What follows belongs to an exercise in optimizing a design on an open flow for small area and a short achievable clock period; a production flow would make more cautious choices.
The RTL was checked by simulation tests, not by an equivalence proof against the original design.
Power figures rest on the tool's default switching activity, not on a simulated workload.

==> flow/design.v <==
package mem_bus_pkg;
    localparam logic [1:0] CMD_NONE  = 2'b00;
    localparam logic [1:0] CMD_READ  = 2'b01;
    localparam logic [1:0] CMD_WRITE = 2'b10;
    localparam logic [1:0] CMD_RSVD  = 2'b11;
    localparam logic [8:0] LED_ADDR_DEF = 9'h100;
    localparam logic [8:0] SW_ADDR_DEF  = 9'h140;
endpackage
module ram_256x16 (
    input  logic         clk,
    input  logic         wr_en_i,
    input  logic [7:0]   wr_addr_i,
    input  logic         wr_en_n_i,
    input  logic [7:0]   wr_addr_n_i,
    input  logic [15:0]  wr_bits_i,
    input  logic [255:0] rd_sel_i,
    output logic [15:0]  rdata_o
);
    logic [15:0] wr_bits_n;
    logic [4095:0] mem_flat;
    assign wr_bits_n = ~wr_bits_i;
    for (genvar w = 0; w < 256; w++) begin : g_word
        logic we, nwe;
        logic [15:0] q;
        assign we  = wr_en_i && (wr_addr_i == 8'(w));
        assign nwe = wr_en_n_i || (wr_addr_n_i != 8'(255 - w));
        always_ff @(posedge clk) begin
            q <= ~(({16{we}} | q) & ({16{nwe}} | wr_bits_n));
        end
        assign mem_flat[16 * w +: 16] = q;
    end
    always_comb begin
        rdata_o = 16'h0000;
        for (int w = 0; w < 256; w++) begin
            rdata_o = rdata_o | (mem_flat[16 * w +: 16] & {16{rd_sel_i[w]}});
        end
    end
endmodule
module mem_bus_ctrl (
    input  logic              clk,
    input  logic              reset,
    input  logic [1:0]        mem_cmd,
    input  logic [8:0]        mem_addr,
    input  logic [15:0]       write_data,
    output logic [15:0]       read_data,
    output logic              rd_valid,
    input  logic [7:0]        sw,
    output logic [7:0]        led,
    output logic              bus_err
);
    logic is_rd, is_wr, a_ram, a_led, a_sw, a_none;
    assign is_rd  = (mem_cmd == mem_bus_pkg::CMD_READ);
    assign is_wr  = (mem_cmd == mem_bus_pkg::CMD_WRITE);
    assign a_ram  = ~mem_addr[8];
    assign a_led  = (mem_addr == mem_bus_pkg::LED_ADDR_DEF);
    assign a_sw   = (mem_addr == mem_bus_pkg::SW_ADDR_DEF);
    assign a_none = mem_addr[8] && !a_led && !a_sw;
    logic phase_q;
    always_ff @(posedge clk) begin
        phase_q <= ~phase_q;
    end
    logic        wr_pend_q;
    logic [7:0]  wr_addr_q;
    logic        wr_pend_n_q;
    logic [7:0]  wr_addr_n_q;
    logic [15:0] wr_data_q;
    always_ff @(posedge clk) begin
        wr_pend_q   <= is_wr && a_ram;
        wr_addr_q   <= mem_addr[7:0];
        wr_pend_n_q <= !(is_wr && a_ram);
        wr_addr_n_q <= ~mem_addr[7:0];
        wr_data_q   <= write_data;
    end
    logic        rd_pend_q;
    logic        rd_ram_q;
    logic        rd_led_q;
    logic        rd_sw_q;
    logic [15:0] rd_hi_q;
    logic [15:0] rd_lo_q;
    always_ff @(posedge clk or posedge reset) begin
        if (reset) begin
            rd_pend_q <= 1'b0;
        end else begin
            rd_pend_q <= is_rd;
        end
    end
    always_ff @(posedge clk) begin
        rd_ram_q <= a_ram;
        rd_led_q <= a_led;
        rd_sw_q  <= a_sw;
        for (int i = 0; i < 16; i++) begin
            rd_hi_q[i] <= a_ram && (mem_addr[7:4] == 4'(i));
            rd_lo_q[i] <= (mem_addr[3:0] == 4'(i));
        end
    end
    logic [255:0] rd_sel;
    for (genvar w = 0; w < 256; w++) begin : g_sel
        assign rd_sel[w] = rd_hi_q[w / 16] && rd_lo_q[w % 16];
    end
    logic [15:0] ram_raw;
    ram_256x16 u_ram (
        .clk         (clk),
        .wr_en_i     (wr_pend_q),
        .wr_addr_i   (wr_addr_q),
        .wr_en_n_i   (wr_pend_n_q),
        .wr_addr_n_i (wr_addr_n_q),
        .wr_bits_i   (wr_data_q ^ {16{~phase_q}}),
        .rd_sel_i    (rd_sel),
        .rdata_o     (ram_raw)
    );
    logic [15:0] read_data_q;
    logic        rd_valid_q;
    logic [7:0]  led_q;
    logic        bus_err_q;
    logic [7:0]  sw_meta_q;
    logic [7:0]  sw_sync_q;
    logic [15:0] read_data_d;
    logic        err_d;
    assign read_data_d = (ram_raw ^ {16{phase_q && rd_ram_q}})
                       | {8'h00, led_q & {8{rd_led_q}}}
                       | {8'h00, sw_sync_q & {8{rd_sw_q}}};
    assign err_d = (mem_cmd == mem_bus_pkg::CMD_RSVD)
                 || (is_wr && (a_sw || a_none))
                 || (is_rd && a_none);
    always_ff @(posedge clk or posedge reset) begin
        if (reset) begin
            read_data_q <= 16'h0000;
            rd_valid_q  <= 1'b0;
            led_q       <= 8'h00;
            bus_err_q   <= 1'b0;
            sw_meta_q   <= 8'h00;
            sw_sync_q   <= 8'h00;
        end else begin
            sw_meta_q  <= sw;
            sw_sync_q  <= sw_meta_q;
            rd_valid_q <= rd_pend_q;
            if (rd_pend_q) begin
                read_data_q <= read_data_d;
            end
            if (is_wr && a_led) begin
                led_q <= write_data[7:0];
            end
            if (err_d) begin
                bus_err_q <= 1'b1;
            end
        end
    end
    assign read_data = read_data_q;
    assign rd_valid  = rd_valid_q;
    assign led       = led_q;
    assign bus_err   = bus_err_q;
endmodule
==> flow/run.sh <==
#!/bin/bash
# synth_recipe.tcl (not shown) runs the flow's synth.tcl, then flattens the netlist and writes it again
# the make line also repeats each setting of config.mk as NAME=value (left out here)
make -C /OpenROAD-flow-scripts/flow DESIGN_CONFIG=/design/flow/config.mk WORK_HOME=/design/flow/orfs CLKGATE_MAP_FILE= SYNTH_SCRIPT=/design/flow/synth_recipe.tcl finish
==> flow/config.mk <==
export PLATFORM = sky130hd
export DESIGN_NAME = mem_bus_ctrl
export DESIGN_NICKNAME = mem_bus_ctrl
export VERILOG_FILES = /design/flow/design.v
export SDC_FILE = /design/flow/constraint.sdc
export NUM_CORES = 4
export LEC_CHECK = 0
export CAP_MARGIN = 20
export CORE_MARGIN = 2
export CORE_UTILIZATION = 55
export SLEW_MARGIN = 20
==> flow/constraint.sdc <==
create_clock -name core_clock -period 5.0 [get_ports {clk}]
set_input_delay 1.0000 -clock core_clock [delete_from_list [all_inputs] [get_ports {clk}]]
set_output_delay 1.0000 -clock core_clock [all_outputs]
set_load 0.01 [all_outputs]
==> run notes <==
-- logic make-up after synthesis --
family,count (synthesis)
buf+inv,1755
mux,21
simple gates,2505
xor+xnor,16
flops,4209
compound gates,6162
-- how the worst max path moves through the flow --
stage | endpoint | startpoint | cells past startpoint | slack, ns
after global placement | read_data_q[6] | rd_hi_q[4] | 11 | 0.09
after detailed placement | read_data_q[4] | rd_hi_q[11] | 9 | 0.56
after floorplan | led_q[0] | mem_addr[2] | 5 | 2.64
after CTS | read_data_q[4] | rd_hi_q[11] | 9 | 0.50
-- power by group through the flow --
stage	sequential, W	clock, W	combinational, W
after global placement	0.0357	0	0.00335
after detailed placement	0.0357	0	0.00343
after CTS	0.0350	0.0324	0.00344
after floorplan	0.0353	0	0.00176
-- per-stage QoR --
step                      std cells  power, W
after detailed placement      17500    0.0391
after global placement        17500    0.0390
after floorplan               14700    0.0371
after CTS                     18300    0.0708
-- synth_stat cells (5+ instances only) --
library cell,n,share of area [%]
dfrtp_1,43,0.74
and4_1,20,0.12
nor2_1,394,1.0
a32oi_1,61,0.37
mux2_2,9,0.070
a22o_1,63,0.38
o2111ai_1,15,0.090
a22oi_1,1065,5.5
a221o_1,9,0.062
nor3_1,55,0.19
nor4_1,150,0.65
o211ai_1,14,0.072
or4_1,25,0.13
mux2i_1,12,0.083
o22a_1,27,0.16
nor2b_1,8,0.034
and2_1,33,0.14
nor4b_1,12,0.072
nand2_1,347,0.90
nand3_1,1098,3.8
o211a_1,6,0.041
buf_6,6,0.047
a221oi_1,36,0.22
dfxtp_1,4166,57
o21ai_0,13,0.045
buf_2,135,0.47
nand4_1,291,1.3
clkbuf_1,1284,3.3
and3_1,34,0.15
a31oi_1,33,0.14
xor2_1,16,0.097
nand2b_1,10,0.043
nand4b_1,5,0.030
a2bb2oi_1,5,0.030
a21oi_1,243,0.84
a222oi_1,194,1.3
buf_1,279,0.72
a2111oi_0,5,0.030
clkinv_1,6,0.016
o22ai_1,4336,19
or3_1,8,0.034
a32o_1,14,0.097
inv_1,41,0.11
-- routing by layer --
| metal | GRT usage, % | overflow |
|---|---|---|
| met1 | 86.1 | 16 |
| met2 | 91.3 | 145 |
| met3 | 75.9 | 24 |
| met4 | 78.4 | 157 |
| met5 | 53.9 | 3 |
==> summary.md <==
| Metric | Value |
|---|---|
| Total overflow reported by the global router | 345 |
| Mux cell area share after synthesis | 0.153% |
| Area share of and/or/nand/nor cells after synthesis | 8.63% |
| Cell Area, Synth | between 100000 and 150000 um2 |
| Pre-CTS worst setup slack | 0.558 ns |
| Root Driver | clkbuf_16 |
| Number of top-level pins | 63 |
| Input/output buffers | 62 |
| Share of synthesized cell area in full adder, half adder and majority cells | 0% |
| Maximum number of pins on one net before global-route repair | 129 |
| Number of CTS-inserted buffers | a little over 400 |
| Distinct cells, synth | 65 |
| Hold-fix buffers, CTS | 0 |
| Mean Syn Cell Area | just under 10 um2 |
| Count of state elements after synthesis | 4209 |
| Post-cts sizing count | 0 |
| H-tree levels | 5 |
| Die outline width | 518 um |
| Largest family of logic cells by synthesized area | compound AO/OA/AOI/OAI gates |
| First Error | [ERROR GRT-0116] Global routing finished with congestion. Check the congestion regions in the DRC Viewer. |
| Initial core utilization | 55.3% |
| Xor and xnor area share after synthesis | 0.0965% |
| Async SR Flop Fraction | roughly 1% |
| Global-route wire length before repair | ~1600000 um |
| RD Place Congestion | between 1 and 1.5 |
| Number of enable flip-flop cells after synthesis | 0 |
| Site row count | 188 |
| Post-synth net total | 14700 |
| Sequential cell area fraction in the yosys report | 58.2% |
| Post-CTS setup-driven buffer insertion count | 0 |
| Run status | aborted with a tool error |
| Total routing usage reported by global routing | 83.4% |
| Via count of the first global-routing pass | between 150k and 200k |
| Post-synthesis compound-gate area fraction | 28.2% |
| Max clock buf depth | 4 |
| Dominant register cell in the synthesized netlist | dfxtp_1 |
| Area post-placement | 154000 um2 |
| Sinks on the clock net | 4209 |
| YS warnings | 2 |
| Post-Synthesis Cells | 14700 |
| Half-perimeter wire length after placement | ~710000 um |
| Height of the die | 518 um |
| Failed at | global routing |
